Context: an optimization exercise on an open-source flow, tuned for small area, a short achievable clock period and few clock cycles. The choices shown serve that exercise and are no tape-out recipe.
Function was checked by simulation only, so behaviour that the tests miss may differ from the original.

==> job 5365: inputs <==
## exec_core
module exec_core (
	input  logic        clk,
	input  logic        resetn,
	input  logic        in_valid,
	input  logic [4:0]  in_op,
	input  logic [31:0] in_src1,
	input  logic [31:0] in_src2,
	input  logic [15:0] in_imm,
	input  logic [1:0]  in_src2_sel,
	input  logic        in_sa_sel,
	input  logic [4:0]  in_shamt,
	input  logic [4:0]  in_waddr,
	input  logic        out_allowin,
	output logic        in_allowin,
	output logic        out_valid,
	output logic        out_wen,
	output logic [4:0]  out_waddr,
	output logic [31:0] out_wdata
);
==> flow/config.mk <==
export PLATFORM = sky130hd
export DESIGN_NAME = exec_core
export DESIGN_NICKNAME = exec_core
export VERILOG_FILES = /design/flow/design.v
export SDC_FILE = /design/flow/constraint.sdc
export NUM_CORES = 4
export LEC_CHECK = 0
export CAP_MARGIN = 20
export CORE_MARGIN = 2
export CORE_UTILIZATION = 40
export PLACE_DENSITY = 0.6
export SETUP_SLACK_MARGIN = 2.5
export SLEW_MARGIN = 20
==> flow/constraint.sdc <==
create_clock -name core_clock -period 6.0 [get_ports {clk}]
set_input_delay 1.2000 -clock core_clock [delete_from_list [all_inputs] [get_ports {clk}]]
set_output_delay 1.2000 -clock core_clock [all_outputs]
set_load 0.01 [all_outputs]
run.sh (not shown) runs the stock make flow with config.mk's settings and CLKGATE_MAP_FILE= SYNTH_SCRIPT=/design/flow/synth_recipe.tcl, a recipe that flattens the netlist after the stock synthesis.
==> inputs of job 5991, as changes to job 5365 <==
--- a/flow/design.v
+++ b/flow/design.v
@@ -173,42 +173,50 @@
 	logic        s_align;    
 	logic        s_iter;     
 	logic        s_fixc;     
 	logic        s_fixq;     
 	logic        s_fixr;     
+	logic        n_nega;
+	logic        n_negd;
+	logic        n_lz;
+	logic        n_align;
+	logic        n_iter;
+	logic        n_fixc;
+	logic        n_fixq;
+	logic        n_fixr;
+	logic        start;
+	logic        done;
+	logic        x_en;       
+	logic        y_lo;       
+	logic        y_hi;       
+	logic        inv;        
 	logic        hs;         
 	logic [31:0] dv;
 	logic [4:0]  cnt;
+	logic        skip;       
 	logic        a_neg;
 	logic        b_neg;
 	logic        q_neg;
-	logic        x_en;
 	logic [31:0] y;
-	logic        inv;
 	logic [32:0] sum;
 	logic [5:0]  lz_a;
 	logic [5:0]  lz_d;
 	logic [5:0]  lz_diff;
 	logic        no_iter;
 	logic        last;
-	logic        to_fixq;
-	logic        to_fixr;
-	assign busy = s_nega || s_negd || s_lz || s_align || s_iter || s_fixc || s_fixq || s_fixr;
 	assign align = s_align;
 	assign align_val = dv;
 	assign align_sh = cnt;
-	assign x_en = s_iter || s_fixc;
 	always_comb
 	begin
-		if (s_nega || s_fixq)
+		if (y_lo)
 			y = lo;
-		else if (s_fixr)
+		else if (y_hi)
 			y = hi;
 		else
 			y = dv;
 	end
-	assign inv = s_iter ? !hs : !s_fixc;
 	add33 u_add (
 		.a  ({x_en && hs, hi & {32{x_en}}}),
 		.b  ({inv, y ^ {32{inv}}}),
 		.ci (inv),
 		.s  (sum)
@@ -223,12 +231,54 @@
 	assign lz_a = lzc(lo);
 	assign lz_d = lzc(dv);
 	assign lz_diff = lz_d - lz_a;
 	assign no_iter = lz_d[5] || (lz_d < lz_a);
 	assign last = (cnt == 5'd0);
-	assign to_fixq = q_neg;
-	assign to_fixr = !q_neg && a_neg;
+	assign start  = !busy && load_div;
+	assign done   = (s_align && skip) || (s_iter && last && !sum[32]) || s_fixc;
+	assign n_nega = start && is_signed && a[31];
+	assign n_negd = (start && is_signed && !a[31] && b[31]) || (s_nega && b_neg);
+	assign n_lz   = (start && !(is_signed && (a[31] || b[31]))) || (s_nega && !b_neg) || s_negd;
+	assign n_align = s_lz;
+	assign n_iter = (s_align && !skip) || (s_iter && !last);
+	assign n_fixc = s_iter && last && sum[32];
+	assign n_fixq = done && q_neg;
+	assign n_fixr = (done && !q_neg && a_neg) || (s_fixq && a_neg);
+	always_ff @(posedge clk)
+	begin
+		if (!resetn)
+		begin
+			s_nega <= 1'b0;
+			s_negd <= 1'b0;
+			s_lz <= 1'b0;
+			s_align <= 1'b0;
+			s_iter <= 1'b0;
+			s_fixc <= 1'b0;
+			s_fixq <= 1'b0;
+			s_fixr <= 1'b0;
+			busy <= 1'b0;
+		end
+		else
+		begin
+			s_nega <= n_nega;
+			s_negd <= n_negd;
+			s_lz <= n_lz;
+			s_align <= n_align;
+			s_iter <= n_iter;
+			s_fixc <= n_fixc;
+			s_fixq <= n_fixq;
+			s_fixr <= n_fixr;
+			busy <= n_nega || n_negd || n_lz || n_align || n_iter || n_fixc || n_fixq || n_fixr;
+		end
+	end
+	always_ff @(posedge clk)
+	begin
+		x_en <= n_iter || n_fixc;
+		y_lo <= n_nega || n_fixq;
+		y_hi <= n_fixr;
+		inv  <= !(n_fixc || (s_iter && !last && sum[32]));
+	end
 	always_ff @(posedge clk)
 	begin
 		if (!busy)
 		begin
 			dv <= b;
@@ -236,19 +286,22 @@
 			b_neg <= is_signed && b[31];
 			q_neg <= is_signed && (a[31] ^ b[31]);
 		end
 		else if (s_negd)
 			dv <= sum[31:0];
-		else if (s_align)
+		else if (s_align && !skip)
 			dv <= align_res;
 		else if (s_iter && !last)
 			dv <= {1'b0, dv[31:1]};
 	end
 	always_ff @(posedge clk)
 	begin
 		if (s_lz)
+		begin
 			cnt <= lz_diff[4:0];
+			skip <= no_iter;
+		end
 		else if (s_iter)
 			cnt <= cnt - 5'd1;
 	end
 	always_ff @(posedge clk)
 	begin
@@ -259,50 +312,22 @@
 	end
 	always_ff @(posedge clk)
 	begin
 		if (!resetn)
 		begin
-			s_nega <= 1'b0;
-			s_negd <= 1'b0;
-			s_lz <= 1'b0;
-			s_align <= 1'b0;
-			s_iter <= 1'b0;
-			s_fixc <= 1'b0;
-			s_fixq <= 1'b0;
-			s_fixr <= 1'b0;
-		end
-		else
-		begin
-			s_nega <= !busy && load_div && is_signed && a[31];
-			s_negd <= (!busy && load_div && is_signed && !a[31] && b[31]) ||
-			          (s_nega && b_neg);
-			s_lz <= (!busy && load_div && !(is_signed && (a[31] || b[31]))) ||
-			        (s_nega && !b_neg) || s_negd;
-			s_align <= s_lz && !no_iter;
-			s_iter <= s_align || (s_iter && !last);
-			s_fixc <= s_iter && last && sum[32];
-			s_fixq <= ((s_lz && no_iter) || (s_iter && last && !sum[32]) || s_fixc) && to_fixq;
-			s_fixr <= ((s_lz && no_iter) || (s_iter && last && !sum[32]) || s_fixc) && to_fixr ||
-			          (s_fixq && a_neg);
-		end
-	end
-	always_ff @(posedge clk)
-	begin
-		if (!resetn)
-		begin
 			hi <= '0;
 			lo <= '0;
 		end
 		else
 		begin
 			if (load_hi)
 				hi <= a;
 			else if (s_lz)
 				hi <= lo;
-			else if (s_iter || s_fixr || (s_fixc))
+			else if (s_iter || s_fixr || s_fixc)
 				hi <= sum[31:0];
-			if (load_lo || (load_div && !busy))
+			if (load_lo || start)
 				lo <= a;
 			else if (s_nega || s_fixq)
 				lo <= sum[31:0];
 			else if (s_lz)
 				lo <= {32{lz_d[5]}};
@@ -339,12 +364,12 @@
 );
 	logic        valid;
 	logic        is_sub;
 	logic        is_div;
 	logic [31:0] b_sel;
-	logic        hold_hilo;
-	logic        hold_shift;
+	logic        hold_hilo;     
+	logic        hold_shift;    
 	assign is_sub = (in_op == isa_pkg::OP_SUB) || (in_op == isa_pkg::OP_SUBU) ||
 	                (in_op == isa_pkg::OP_SLT) || (in_op == isa_pkg::OP_SLTU);
 	assign is_div = (in_op == isa_pkg::OP_DIV) || (in_op == isa_pkg::OP_DIVU);
 	always_comb
 	begin
@@ -353,15 +378,10 @@
 		else if (in_src2_sel == 2'd2 && !is_div)
 			b_sel = {16'd0, in_imm};
 		else
 			b_sel = in_src2;
 	end
-	assign hold_hilo = (ex_op == isa_pkg::OP_DIV) || (ex_op == isa_pkg::OP_DIVU) ||
-	                   (ex_op == isa_pkg::OP_MTHI) || (ex_op == isa_pkg::OP_MTLO) ||
-	                   (ex_op == isa_pkg::OP_MFHI) || (ex_op == isa_pkg::OP_MFLO);
-	assign hold_shift = (ex_op == isa_pkg::OP_SLL) || (ex_op == isa_pkg::OP_SRL) ||
-	                    (ex_op == isa_pkg::OP_SRA);
 	assign ex_valid = valid && !(div_busy && hold_hilo) && !(div_align && hold_shift);
 	assign ex_go = ex_valid && wb_allowin;
 	assign in_allowin = !valid || ex_go;
 	always_ff @(posedge clk)
 	begin
@@ -378,10 +398,14 @@
 			ex_a     <= in_src1;
 			ex_b     <= b_sel ^ {32{is_sub}};
 			ex_cin   <= is_sub;
 			ex_sa    <= in_sa_sel ? in_src1[4:0] : in_shamt;
 			ex_waddr <= in_waddr;
+			hold_hilo <= is_div || (in_op == isa_pkg::OP_MTHI) || (in_op == isa_pkg::OP_MTLO) ||
+			             (in_op == isa_pkg::OP_MFHI) || (in_op == isa_pkg::OP_MFLO);
+			hold_shift <= (in_op == isa_pkg::OP_SLL) || (in_op == isa_pkg::OP_SRL) ||
+			              (in_op == isa_pkg::OP_SRA);
 		end
 	end
 endmodule
 `timescale 1ns/1ps
 module wb_commit (
- CORE_UTILIZATION: 40 -> 60
- PLACE_DENSITY: 0.6 -> 0.75
- SETUP_SLACK_MARGIN: 2.5 -> 2.0
==> inputs of job 2561, as changes to job 5365 <==
--- a/flow/design.v
+++ b/flow/design.v
@@ -173,62 +173,107 @@
 	logic        s_align;    
 	logic        s_iter;     
 	logic        s_fixc;     
 	logic        s_fixq;     
 	logic        s_fixr;     
+	logic        n_nega;
+	logic        n_negd;
+	logic        n_lz;
+	logic        n_align;
+	logic        n_iter;
+	logic        n_fixc;
+	logic        n_fixq;
+	logic        n_fixr;
+	logic        start;
+	logic        done;
+	logic        x_en;       
+	logic        y_lo;       
+	logic        y_hi;       
+	logic        inv;        
 	logic        hs;         
 	logic [31:0] dv;
 	logic [4:0]  cnt;
+	logic        skip;       
 	logic        a_neg;
 	logic        b_neg;
 	logic        q_neg;
-	logic        x_en;
 	logic [31:0] y;
-	logic        inv;
 	logic [32:0] sum;
 	logic [5:0]  lz_a;
 	logic [5:0]  lz_d;
 	logic [5:0]  lz_diff;
 	logic        no_iter;
 	logic        last;
-	logic        to_fixq;
-	logic        to_fixr;
-	assign busy = s_nega || s_negd || s_lz || s_align || s_iter || s_fixc || s_fixq || s_fixr;
 	assign align = s_align;
 	assign align_val = dv;
 	assign align_sh = cnt;
-	assign x_en = s_iter || s_fixc;
 	always_comb
 	begin
-		if (s_nega || s_fixq)
+		if (y_lo)
 			y = lo;
-		else if (s_fixr)
+		else if (y_hi)
 			y = hi;
 		else
 			y = dv;
 	end
-	assign inv = s_iter ? !hs : !s_fixc;
 	add33 u_add (
 		.a  ({x_en && hs, hi & {32{x_en}}}),
 		.b  ({inv, y ^ {32{inv}}}),
 		.ci (inv),
 		.s  (sum)
 	);
-	function automatic logic [5:0] lzc(input logic [31:0] v);
-		logic [5:0] n;
-		n = 6'd32;
-		for (int i = 0; i < 32; i++)
-			if (v[i]) n = 31 - i;
-		lzc = n;
-	endfunction
-	assign lz_a = lzc(lo);
-	assign lz_d = lzc(dv);
-	assign lz_diff = lz_d - lz_a;
-	assign no_iter = lz_d[5] || (lz_d < lz_a);
+	logic [6:0]  lz_sub;
+	lzc32 u_lz_a (.v(hi), .n(lz_a));
+	lzc32 u_lz_d (.v(dv), .n(lz_d));
+	assign lz_sub = {1'b0, lz_d} - {1'b0, lz_a};
+	assign lz_diff = lz_sub[5:0];
+	assign no_iter = lz_d[5] || lz_sub[6];
 	assign last = (cnt == 5'd0);
-	assign to_fixq = q_neg;
-	assign to_fixr = !q_neg && a_neg;
+	assign start  = !busy && load_div;
+	assign done   = (s_align && skip) || (s_iter && last && !sum[32]) || s_fixc;
+	assign n_nega = start && is_signed && a[31];
+	assign n_negd = (start && is_signed && !a[31] && b[31]) || (s_nega && b_neg);
+	assign n_lz   = (start && !(is_signed && (a[31] || b[31]))) || (s_nega && !b_neg) || s_negd;
+	assign n_align = s_lz;
+	assign n_iter = (s_align && !skip) || (s_iter && !last);
+	assign n_fixc = s_iter && last && sum[32];
+	assign n_fixq = done && q_neg;
+	assign n_fixr = (done && !q_neg && a_neg) || (s_fixq && a_neg);
+	always_ff @(posedge clk)
+	begin
+		if (!resetn)
+		begin
+			s_nega <= 1'b0;
+			s_negd <= 1'b0;
+			s_lz <= 1'b0;
+			s_align <= 1'b0;
+			s_iter <= 1'b0;
+			s_fixc <= 1'b0;
+			s_fixq <= 1'b0;
+			s_fixr <= 1'b0;
+			busy <= 1'b0;
+		end
+		else
+		begin
+			s_nega <= n_nega;
+			s_negd <= n_negd;
+			s_lz <= n_lz;
+			s_align <= n_align;
+			s_iter <= n_iter;
+			s_fixc <= n_fixc;
+			s_fixq <= n_fixq;
+			s_fixr <= n_fixr;
+			busy <= n_nega || n_negd || n_lz || n_align || n_iter || n_fixc || n_fixq || n_fixr;
+		end
+	end
+	always_ff @(posedge clk)
+	begin
+		x_en <= n_iter || n_fixc;
+		y_lo <= n_fixq;
+		y_hi <= n_nega || n_fixr;
+		inv  <= !(n_fixc || (s_iter && !last && sum[32]));
+	end
 	always_ff @(posedge clk)
 	begin
 		if (!busy)
 		begin
 			dv <= b;
@@ -236,19 +281,22 @@
 			b_neg <= is_signed && b[31];
 			q_neg <= is_signed && (a[31] ^ b[31]);
 		end
 		else if (s_negd)
 			dv <= sum[31:0];
-		else if (s_align)
+		else if (s_align && !skip)
 			dv <= align_res;
 		else if (s_iter && !last)
 			dv <= {1'b0, dv[31:1]};
 	end
 	always_ff @(posedge clk)
 	begin
 		if (s_lz)
+		begin
 			cnt <= lz_diff[4:0];
+			skip <= no_iter;
+		end
 		else if (s_iter)
 			cnt <= cnt - 5'd1;
 	end
 	always_ff @(posedge clk)
 	begin
@@ -259,60 +307,74 @@
 	end
 	always_ff @(posedge clk)
 	begin
 		if (!resetn)
 		begin
-			s_nega <= 1'b0;
-			s_negd <= 1'b0;
-			s_lz <= 1'b0;
-			s_align <= 1'b0;
-			s_iter <= 1'b0;
-			s_fixc <= 1'b0;
-			s_fixq <= 1'b0;
-			s_fixr <= 1'b0;
-		end
-		else
-		begin
-			s_nega <= !busy && load_div && is_signed && a[31];
-			s_negd <= (!busy && load_div && is_signed && !a[31] && b[31]) ||
-			          (s_nega && b_neg);
-			s_lz <= (!busy && load_div && !(is_signed && (a[31] || b[31]))) ||
-			        (s_nega && !b_neg) || s_negd;
-			s_align <= s_lz && !no_iter;
-			s_iter <= s_align || (s_iter && !last);
-			s_fixc <= s_iter && last && sum[32];
-			s_fixq <= ((s_lz && no_iter) || (s_iter && last && !sum[32]) || s_fixc) && to_fixq;
-			s_fixr <= ((s_lz && no_iter) || (s_iter && last && !sum[32]) || s_fixc) && to_fixr ||
-			          (s_fixq && a_neg);
-		end
-	end
-	always_ff @(posedge clk)
-	begin
-		if (!resetn)
-		begin
 			hi <= '0;
 			lo <= '0;
 		end
 		else
 		begin
-			if (load_hi)
+			if (load_hi || start)
 				hi <= a;
-			else if (s_lz)
-				hi <= lo;
-			else if (s_iter || s_fixr || (s_fixc))
+			else if (s_nega || s_iter || s_fixr || s_fixc)
 				hi <= sum[31:0];
-			if (load_lo || (load_div && !busy))
+			if (load_lo)
 				lo <= a;
-			else if (s_nega || s_fixq)
+			else if (s_fixq)
 				lo <= sum[31:0];
 			else if (s_lz)
 				lo <= {32{lz_d[5]}};
 			else if (s_iter)
 				lo <= {lo[30:0], !sum[32]};
 		end
 	end
 endmodule
+module lzc32 (
+	input  logic [31:0] v,
+	output logic [5:0]  n
+);
+	logic [15:0] z1;    
+	logic [15:0] c1;    
+	logic [7:0]  z2;
+	logic [15:0] c2;    
+	logic [3:0]  z3;
+	logic [11:0] c3;    
+	logic [1:0]  z4;
+	logic [7:0]  c4;    
+	always_comb
+	begin
+		for (int i = 0; i < 16; i++)
+		begin
+			z1[i] = !(v[2*i+1] || v[2*i]);
+			c1[i] = !v[2*i+1];
+		end
+		for (int i = 0; i < 8; i++)
+		begin
+			z2[i] = z1[2*i+1] && z1[2*i];
+			c2[2*i+1] = z1[2*i+1];
+			c2[2*i]   = z1[2*i+1] ? c1[2*i] : c1[2*i+1];
+		end
+		for (int i = 0; i < 4; i++)
+		begin
+			z3[i] = z2[2*i+1] && z2[2*i];
+			c3[3*i+2] = z2[2*i+1];
+			c3[3*i+1 -: 2] = z2[2*i+1] ? c2[4*i+1 -: 2] : c2[4*i+3 -: 2];
+		end
+		for (int i = 0; i < 2; i++)
+		begin
+			z4[i] = z3[2*i+1] && z3[2*i];
+			c4[4*i+3] = z3[2*i+1];
+			c4[4*i+2 -: 3] = z3[2*i+1] ? c3[6*i+2 -: 3] : c3[6*i+5 -: 3];
+		end
+		n[5] = z4[1] && z4[0];
+		n[4] = z4[1] && !z4[0];
+		n[3:0] = z4[1] ? c4[3:0] : c4[7:4];
+		if (n[5])
+			n[4:0] = 5'd0;
+	end
+endmodule
 `timescale 1ns/1ps
 module ex_issue (
 	input  logic        clk,
 	input  logic        resetn,
 	input  logic        in_valid,
@@ -332,36 +394,33 @@
 	output logic        ex_go,       
 	output logic [4:0]  ex_op,
 	output logic [31:0] ex_a,
 	output logic [31:0] ex_b,
 	output logic        ex_cin,
-	output logic [4:0]  ex_sa,
 	output logic [4:0]  ex_waddr
 );
 	logic        valid;
 	logic        is_sub;
 	logic        is_div;
 	logic [31:0] b_sel;
-	logic        hold_hilo;
-	logic        hold_shift;
+	logic        is_shift;
+	logic        hold_hilo;     
+	logic        hold_shift;    
 	assign is_sub = (in_op == isa_pkg::OP_SUB) || (in_op == isa_pkg::OP_SUBU) ||
 	                (in_op == isa_pkg::OP_SLT) || (in_op == isa_pkg::OP_SLTU);
 	assign is_div = (in_op == isa_pkg::OP_DIV) || (in_op == isa_pkg::OP_DIVU);
+	assign is_shift = (in_op == isa_pkg::OP_SLL) || (in_op == isa_pkg::OP_SRL) ||
+	                  (in_op == isa_pkg::OP_SRA);
 	always_comb
 	begin
 		if (in_src2_sel == 2'd1 && !is_div)
 			b_sel = {{16{in_imm[15]}}, in_imm};
 		else if (in_src2_sel == 2'd2 && !is_div)
 			b_sel = {16'd0, in_imm};
 		else
 			b_sel = in_src2;
 	end
-	assign hold_hilo = (ex_op == isa_pkg::OP_DIV) || (ex_op == isa_pkg::OP_DIVU) ||
-	                   (ex_op == isa_pkg::OP_MTHI) || (ex_op == isa_pkg::OP_MTLO) ||
-	                   (ex_op == isa_pkg::OP_MFHI) || (ex_op == isa_pkg::OP_MFLO);
-	assign hold_shift = (ex_op == isa_pkg::OP_SLL) || (ex_op == isa_pkg::OP_SRL) ||
-	                    (ex_op == isa_pkg::OP_SRA);
 	assign ex_valid = valid && !(div_busy && hold_hilo) && !(div_align && hold_shift);
 	assign ex_go = ex_valid && wb_allowin;
 	assign in_allowin = !valid || ex_go;
 	always_ff @(posedge clk)
 	begin
@@ -373,15 +432,18 @@
 	always_ff @(posedge clk)
 	begin
 		if (in_allowin)
 		begin
 			ex_op    <= in_op;
-			ex_a     <= in_src1;
+			ex_a[31:5] <= in_src1[31:5];
+			ex_a[4:0]  <= (is_shift && !in_sa_sel) ? in_shamt : in_src1[4:0];
 			ex_b     <= b_sel ^ {32{is_sub}};
 			ex_cin   <= is_sub;
-			ex_sa    <= in_sa_sel ? in_src1[4:0] : in_shamt;
 			ex_waddr <= in_waddr;
+			hold_hilo <= is_div || (in_op == isa_pkg::OP_MTHI) || (in_op == isa_pkg::OP_MTLO) ||
+			             (in_op == isa_pkg::OP_MFHI) || (in_op == isa_pkg::OP_MFLO);
+			hold_shift <= is_shift;
 		end
 	end
 endmodule
 `timescale 1ns/1ps
 module wb_commit (
@@ -471,11 +533,10 @@
 	logic        ex_go;
 	logic [4:0]  ex_op;
 	logic [31:0] ex_a;
 	logic [31:0] ex_b;
 	logic        ex_cin;
-	logic [4:0]  ex_sa;
 	logic [4:0]  ex_waddr;
 	logic [31:0] alu_result;
 	logic        alu_overflow;
 	logic        div_busy;
 	logic        div_align;
@@ -504,19 +565,18 @@
 		.ex_go       (ex_go),
 		.ex_op       (ex_op),
 		.ex_a        (ex_a),
 		.ex_b        (ex_b),
 		.ex_cin      (ex_cin),
-		.ex_sa       (ex_sa),
 		.ex_waddr    (ex_waddr)
 	);
 	alu u_alu (
 		.op        (ex_op),
 		.a         (ex_a),
 		.b         (ex_b),
 		.cin       (ex_cin),
-		.sa        (ex_sa),
+		.sa        (ex_a[4:0]),
 		.align     (div_align),
 		.align_val (align_val),
 		.align_sh  (align_sh),
 		.align_res (align_res),
 		.result    (alu_result),
==> flow/flow/run.sh (new file) <==
#!/bin/bash
set -euo pipefail
export BUFFER_PORTS_ARGS="-buffer_cell sky130_fd_sc_hd__buf_2"
bash standard.sh > standard_flow.log 2>&1
==> flow/standard.sh (new file) <==
#!/bin/bash
# synth_recipe.tcl (not shown) runs the flow's synth.tcl, then flattens the netlist and writes it again
# the make line also repeats each setting of config.mk as NAME=value (left out here)
make -C /OpenROAD-flow-scripts/flow DESIGN_CONFIG=/design/flow/config.mk WORK_HOME=/design/flow/orfs CLKGATE_MAP_FILE= SYNTH_SCRIPT=/design/flow/synth_recipe.tcl "${@:-finish}"
- CORE_UTILIZATION: 40 -> 60
- PLACE_DENSITY: 0.6 -> 0.75
- SETUP_SLACK_MARGIN: 2.5 -> 2.0
removed: flow/run.sh
==> results.yml <==
yosys:
  synth_xor_area_frac: 0.0467
  yosys_warnings: 5
status:
  run_status: "finished clean"
global_routing:
  gr-usage-met1: 0.508
# the run above: job 5365

==> results.yml <==
status:
  run_status: "finished clean"
global_routing:
  gr-usage-met2: 0.746
  gr-usage-met1: 0.616
yosys:
  synth_xor_area_frac: 0.0523
worst_setup_path:
  critical_path.cell_chain: "fa_2 -> inv_2 -> fa_2 -> nor2b_2 -> o311a_1 -> o41ai_4 -> buf_4 -> a2111oi_4 -> o21ai_2 -> buf_4 -> o311ai_4 -> o21ai_4 -> a311oi_4 -> and2_1 -> o221ai_1"
layout:
  clk_share: 0.0402
clocking:
  cts_max_path_bufs: 3
# the run above: job 5991

==> results.yml <==
status:
  run_status: "finished clean"
layout:
  count_of_multi_input_combinational_gates: 1932
yosys:
  yosys_warnings: 6
  ys_types: 90
  synth_xor_area_frac: 0.0510
worst_setup_path:
  worst-r2r-cell-count: 14
  crit_required_ns: 6.30
routing:
  wl_um: 95200
global_routing:
  gr-usage-met1: 0.649
# the run above: job 2561

Testbench counts of job 5365, summed over its fixed seeds: cycles 19,270.
Testbench counts of job 5991, summed over its fixed seeds: cycles 19,400.
Testbench counts of job 2561, summed over its fixed seeds: cycles 19,400.

-- re-timing with driven ports --
Ports are ideal in the flow. The routed layouts listed here were re-timed in OpenROAD.
Step 1 assumes that a clkbuf_16 drives the clock port and a buf_2 every other input.
Step 2 adds t to the input delays and takes it off the output delays; t is the mean of the earliest and latest rising clock arrival at the registers after step 1. Input paths then give back, and output paths get back, about the clock's delay inside the block.
a / b / c = no drivers / after step 1 / after step 2; a / b = the first two.
| run | t, ns | setup WS [ns] | hold WS [ns] |
|---|---|---|---|
| job 5365 | 0.658 | 2.131 / 2.131 / 2.117 | 0.417 / 0.417 / 0.417 |
| job 5991 | 0.641 | 1.906 / 1.906 / 1.470 | 0.433 / 0.433 / 0.433 |
| job 2561 | 0.651 | 1.798 / 1.798 / 1.641 | 0.421 / 0.421 / 0.421 |
After both steps setup and hold are still met in every run listed. For job 5991, which loses most, drivers alone change the setup slack by 0.000 ns; drivers and shift together by -0.436 ns.
